This design comes from an exercise in tuning for small area, a short achievable clock period and few clock cycles per item on the open sky130 flow, not from production work.
At most, simulation tests tie the RTL to the original design; equivalence was not proved.

==> flow/design.v <==
`default_nettype none
module kalman_filter_mc #(
    parameter int DW    = 13,
    parameter int CH    = 3,
    parameter int CW    = 2,
    parameter int FRAC  = 12,
    parameter int Q_DEF = 1,
    parameter int R_DEF = 64,
    parameter int B     = 2           
) (
    input  logic              clk,
    input  logic              rst_n,
    input  logic              cfg_we,
    input  logic [DW-2:0]     q_cfg,
    input  logic [DW-2:0]     r_cfg,
    input  logic              clr,
    input  logic              in_valid,
    output logic              in_ready,
    input  logic [CW-1:0]     in_ch,
    input  logic signed [DW-1:0] in_data,
    output logic              out_valid,
    output logic [CW-1:0]     out_ch,
    output logic signed [DW-1:0] out_data
);
    localparam int PW  = DW - 1;            
    localparam int KW  = FRAC + 1;          
    localparam int DNW = PW + 2;            
    localparam int NIT = FRAC / B;          
    logic [PW-1:0] r_q, r_r;         
    logic [PW-1:0] r_qe, r_re;       
    logic          r_dirty;          
    logic signed [DW-1:0] r_x  [CH];
    logic [PW-1:0]        r_p  [CH];
    logic [KW-1:0]        r_k  [CH];    
    logic [PW-1:0]        r_pn [CH];    
    logic [CH-1:0]        r_seeded;
    logic [CH-1:0]        r_kv;         
    logic [CH-1:0]        r_fx;         
    logic                 r_s_valid;
    logic [CW-1:0]        r_s_ch;
    logic signed [DW-1:0] r_s_z;
    logic                 r_in_ready;
    logic                 r_in_ready_o;     
    logic                 r_out_valid;
    logic [CW-1:0]        r_out_ch;
    logic signed [DW-1:0] r_out_data;
    logic                 r_e_busy;     
    logic                 r_e_mul;      
    logic [CW-1:0]        r_e_ch;
    logic [3:0]           r_e_cnt;
    logic [PW-1:0]        r_e_pf;
    logic [DNW-1:0]       r_e_den;
    logic [DNW-1:0]       r_e_rem;
    logic                 r_e_q12;
    logic [FRAC-1:0]      r_e_q;
    logic                 r_e_dz;       
    logic [CH-1:0]        r_s_oh;       
    logic                 w_s_seeded, w_s_kv, w_fire;
    logic [CH-1:0]        w_xsel;
    logic signed [DW-1:0] w_ma, w_mb, w_msum, w_xn, w_xsel_x;
    logic [KW-1:0]        w_k, w_ksel_k;
    logic signed [DW:0]   w_innov;
    logic signed [KW+DW:0] w_acc;
    always_comb begin
        w_s_seeded = |(r_s_oh & r_seeded);
        w_s_kv     = |(r_s_oh & r_kv);
        w_fire     = r_s_valid && (!w_s_seeded || (w_s_kv && !r_e_mul));
        w_xsel     = r_e_mul ? '0 : r_s_oh;
        w_xsel_x   = '0;
        w_ksel_k   = '0;
        for (int c = 0; c < CH; c++) begin
            w_xsel_x = w_xsel_x | (r_x[c] & {DW{w_xsel[c]}});
            w_ksel_k = w_ksel_k | (r_k[c] & {KW{w_xsel[c]}});
        end
        w_k        = r_e_mul ? {r_e_q12, r_e_q} : w_ksel_k;
        w_ma       = r_e_mul ? DW'(r_e_pf) : r_s_z;
        w_mb       = w_xsel_x;
        w_innov    = (DW+1)'(w_ma) - (DW+1)'(w_mb);
        w_acc      = ((KW+DW+1)'(w_mb) <<< FRAC) + $signed({1'b0, w_k}) * w_innov;
        w_msum     = w_acc[FRAC+DW-1:FRAC];
        w_xn       = w_s_seeded ? w_msum : r_s_z;
    end
    logic [DNW-1:0] w_rem [B+1];
    logic [B-1:0]   w_qb;
    logic [DNW:0]   w_t   [B];
    logic           w_e_last;
    logic [FRAC-1:0] w_e_q;
    logic [PW-1:0]  w_e_pn;
    logic           w_e_fx;
    always_comb begin
        w_rem[0] = r_e_rem;
        for (int i = 0; i < B; i++) begin
            w_t[i] = {w_rem[i], 1'b0} - {1'b0, r_e_den};
            w_qb[B-1-i] = !w_t[i][DNW] && !r_e_dz;
            w_rem[i+1]  = w_qb[B-1-i] ? w_t[i][DNW-1:0] : {w_rem[i][DNW-2:0], 1'b0};
        end
        w_e_last = (r_e_cnt == 1);
        w_e_q    = {r_e_q[FRAC-1-B:0], w_qb};
        w_e_pn   = r_e_pf - w_msum[PW-1:0];
        w_e_fx   = (w_msum[PW-1:0] == r_e_pf - r_p[r_e_ch]);
    end
    logic           w_l_go;
    logic [CW-1:0]  w_l_ch;
    logic [PW:0]    w_l_psum;
    logic [PW-1:0]  w_l_pf;
    logic [DNW-1:0] w_l_den;
    logic           w_l_r0;
    logic           w_inval;
    logic           w_e_done;
    logic           w_e_free;
    logic [CH-1:0]  w_cand;
    always_comb begin
        w_inval  = r_in_ready && r_dirty;
        w_e_done = r_e_mul;
        w_e_free = !r_e_busy;
        for (int c = 0; c < CH; c++)
            w_cand[c] = !r_kv[c] && r_seeded[c] && !(w_fire && r_s_ch == CW'(c))
                        && !((r_e_busy || r_e_mul) && r_e_ch == CW'(c));
        w_l_go = 1'b0;
        w_l_ch = '0;
        for (int c = CH-1; c >= 0; c--)
            if (w_cand[c]) begin
                w_l_go = 1'b1;
                w_l_ch = CW'(c);
            end
        if (r_s_valid && w_cand[r_s_ch])
            w_l_ch = r_s_ch;
        w_l_go   = w_l_go && w_e_free && !w_inval;
        w_l_psum = {1'b0, r_p[w_l_ch]} + {1'b0, r_qe};
        w_l_pf   = w_l_psum[PW] ? '1 : w_l_psum[PW-1:0];
        w_l_den  = DNW'(w_l_pf) + DNW'(r_re);
        w_l_r0   = (r_re == '0);
    end
    logic [CH-1:0] w_seeded_n, w_kv_n, w_ok_n;
    logic          w_e_abort, w_e_mul_n;
    always_comb begin
        w_e_abort = w_inval || (w_fire && !w_s_seeded && r_s_ch == r_e_ch);
        w_e_mul_n = r_e_busy && w_e_last && !w_e_abort;
        for (int c = 0; c < CH; c++) begin
            w_seeded_n[c] = r_seeded[c] && !clr;
            w_kv_n[c]     = r_kv[c];
            if (w_e_done && !w_e_abort && r_e_ch == CW'(c))
                w_kv_n[c] = 1'b1;
            if (w_fire && r_s_ch == CW'(c)) begin
                w_seeded_n[c] = 1'b1;
                w_kv_n[c]     = w_s_seeded && r_fx[c];
            end
            if (w_inval)
                w_kv_n[c] = 1'b0;
            w_ok_n[c] = !w_seeded_n[c] || (w_kv_n[c] && !w_e_mul_n);
        end
    end
    logic w_rdy_o_n;
    always_comb begin
        w_rdy_o_n = w_ok_n[r_in_ready ? in_ch : r_s_ch];
        if (r_in_ready && (!in_valid || in_ch == 2'd3))
            w_rdy_o_n = 1'b1;
    end
    always_ff @(posedge clk or negedge rst_n) begin
        if (!rst_n) begin
            r_qe        <= PW'(Q_DEF);
            r_re        <= PW'(R_DEF);
            r_dirty     <= 1'b0;
            r_seeded    <= '0;
            r_kv        <= '0;
            r_s_valid   <= 1'b0;
            r_in_ready  <= 1'b1;
            r_in_ready_o <= 1'b1;
            r_out_valid <= 1'b0;
            r_e_busy    <= 1'b0;
            r_e_mul     <= 1'b0;
        end else begin
            if (r_in_ready) begin
                if (r_dirty) begin
                    r_qe <= r_q;
                    r_re <= r_r;
                end
                r_dirty <= cfg_we;
            end else if (cfg_we) begin
                r_dirty <= 1'b1;
            end
            r_seeded    <= w_seeded_n;
            r_kv        <= w_kv_n;
            r_out_valid <= w_fire;
            if (r_in_ready) begin
                r_s_valid  <= in_valid && (in_ch != 2'd3);
                r_in_ready <= !(in_valid && (in_ch != 2'd3)) || w_ok_n[in_ch];
            end else begin
                r_s_valid  <= r_s_valid && !w_fire;
                r_in_ready <= w_ok_n[r_s_ch];
            end
            r_in_ready_o <= w_rdy_o_n;
            if (w_l_go) begin
                r_e_busy <= 1'b1;
                r_e_mul  <= 1'b0;
            end else if (w_e_abort) begin
                r_e_busy <= 1'b0;
                r_e_mul  <= 1'b0;
            end else if (r_e_busy && w_e_last) begin
                r_e_busy <= 1'b0;
                r_e_mul  <= 1'b1;
            end else if (w_e_done) begin
                r_e_mul  <= 1'b0;
            end
        end
    end
    always_ff @(posedge clk) begin
        if (cfg_we) begin
            r_q <= q_cfg;
            r_r <= r_cfg;
        end
        if (r_in_ready) begin
            r_s_z  <= in_data;
            r_s_ch <= in_ch;
            for (int c = 0; c < CH; c++)
                r_s_oh[c] <= (in_ch == CW'(c));
        end
        for (int c = 0; c < CH; c++)
            if (w_fire && r_s_oh[c]) begin
                r_x[c] <= w_xn;
                r_p[c] <= w_s_seeded ? r_pn[c] : r_re;
            end
        r_out_ch   <= r_s_ch;
        r_out_data <= w_xn;
        if (w_e_done) begin
            r_k[r_e_ch]  <= {r_e_q12, r_e_q};
            r_pn[r_e_ch] <= w_e_pn;
            r_fx[r_e_ch] <= w_e_fx;
        end
        if (w_l_go) begin
            r_e_ch  <= w_l_ch;
            r_e_cnt <= 4'(NIT);
            r_e_pf  <= w_l_pf;
            r_e_den <= w_l_den;
            r_e_dz  <= (w_l_den == '0);
            r_e_rem <= w_l_r0 ? '0 : DNW'(w_l_pf);
            r_e_q12 <= w_l_r0 && w_l_pf != '0;
        end else begin
            r_e_cnt <= r_e_cnt - 1'b1;
            r_e_rem <= w_rem[B];
            if (r_e_busy)
                r_e_q <= w_e_q;
        end
    end
    assign in_ready  = r_in_ready_o;
    assign out_valid = r_out_valid;
    assign out_ch    = r_out_ch;
    assign out_data  = r_out_data;
endmodule
`default_nettype wire
==> flow/config.mk <==
export PLATFORM = sky130hd
export DESIGN_NAME = kalman_filter_mc
export DESIGN_NICKNAME = kalman_filter_mc
export VERILOG_FILES = /design/flow/design.v
export SDC_FILE = /design/flow/constraint.sdc
export NUM_CORES = 4
export LEC_CHECK = 0
export CAP_MARGIN = 20
export CORE_MARGIN = 2
export CORE_UTILIZATION = 40
export SLEW_MARGIN = 20
==> flow/constraint.sdc <==
create_clock -name core_clock -period 50.0 [get_ports {clk}]
set_input_delay 10.0000 -clock core_clock [delete_from_list [all_inputs] [get_ports {clk}]]
set_output_delay 10.0000 -clock core_clock [all_outputs]
set_load 0.01 [all_outputs]
run.sh (not shown) runs the stock make flow with config.mk's settings and CLKGATE_MAP_FILE= SYNTH_SCRIPT=/design/flow/synth_recipe.tcl, a recipe that flattens the netlist after the stock synthesis.
Testbench counts at the start, summed over its fixed seeds: cycles 13,793, items 12,000.
==> next run, changes <==
--- a/flow/design.v
+++ b/flow/design.v
@@ -44,13 +44,13 @@
     logic                 r_out_valid;
     logic [CW-1:0]        r_out_ch;
     logic signed [DW-1:0] r_out_data;
     logic                 r_e_busy;     
     logic                 r_e_mul;      
     logic [CW-1:0]        r_e_ch;
-    logic [3:0]           r_e_cnt;
+    logic [$clog2(NIT+1)-1:0] r_e_cnt;
     logic [PW-1:0]        r_e_pf;
     logic [DNW-1:0]       r_e_den;
     logic [DNW-1:0]       r_e_rem;
     logic                 r_e_q12;
     logic [FRAC-1:0]      r_e_q;
     logic                 r_e_dz;       
@@ -226,13 +226,13 @@
             r_k[r_e_ch]  <= {r_e_q12, r_e_q};
             r_pn[r_e_ch] <= w_e_pn;
             r_fx[r_e_ch] <= w_e_fx;
         end
         if (w_l_go) begin
             r_e_ch  <= w_l_ch;
-            r_e_cnt <= 4'(NIT);
+            r_e_cnt <= NIT[$bits(r_e_cnt)-1:0];
             r_e_pf  <= w_l_pf;
             r_e_den <= w_l_den;
             r_e_dz  <= (w_l_den == '0);
             r_e_rem <= w_l_r0 ? '0 : DNW'(w_l_pf);
             r_e_q12 <= w_l_r0 && w_l_pf != '0;
         end else begin
Outcome: Fmax barely changes; routed wire length barely changes; die area barely changes; area after synthesis stays flat; non-clock buffer count is lower by 6; sequential share of layout area stays flat; global-route usage rose by 0.14 points; utilization stays flat; sequential cell count fell by 1.
For the second run of this note, only the layout was checked, not whether the RTL still works.

what the ideal ports hide:
In the flow no input, the clock included, has a driving cell. The finished layouts below were timed again as built, in two steps.
Step 1 sets driving cells, clkbuf_16 on the clock port and buf_2 on the other inputs (assumed; they add their load-dependent delay and slew).
Step 2 also shifts input and output timing later by t, the mid clock arrival at the registers, as if the neighbouring blocks saw the same clock.
a / b / c = ideal ports / drivers / drivers and shift; a / b = the first two.
run	t, ns	setup slack, ns	cell pins on the clock port's net
the first run	0.593	38.426 / 38.367 / 38.429	1
the second run	0.603	38.401 / 38.349 / 38.384	1
After both steps every run listed still meets setup and hold. For the second run, which loses most, drivers alone change the setup slack by -0.052 ns; drivers and shift together by -0.017 ns.
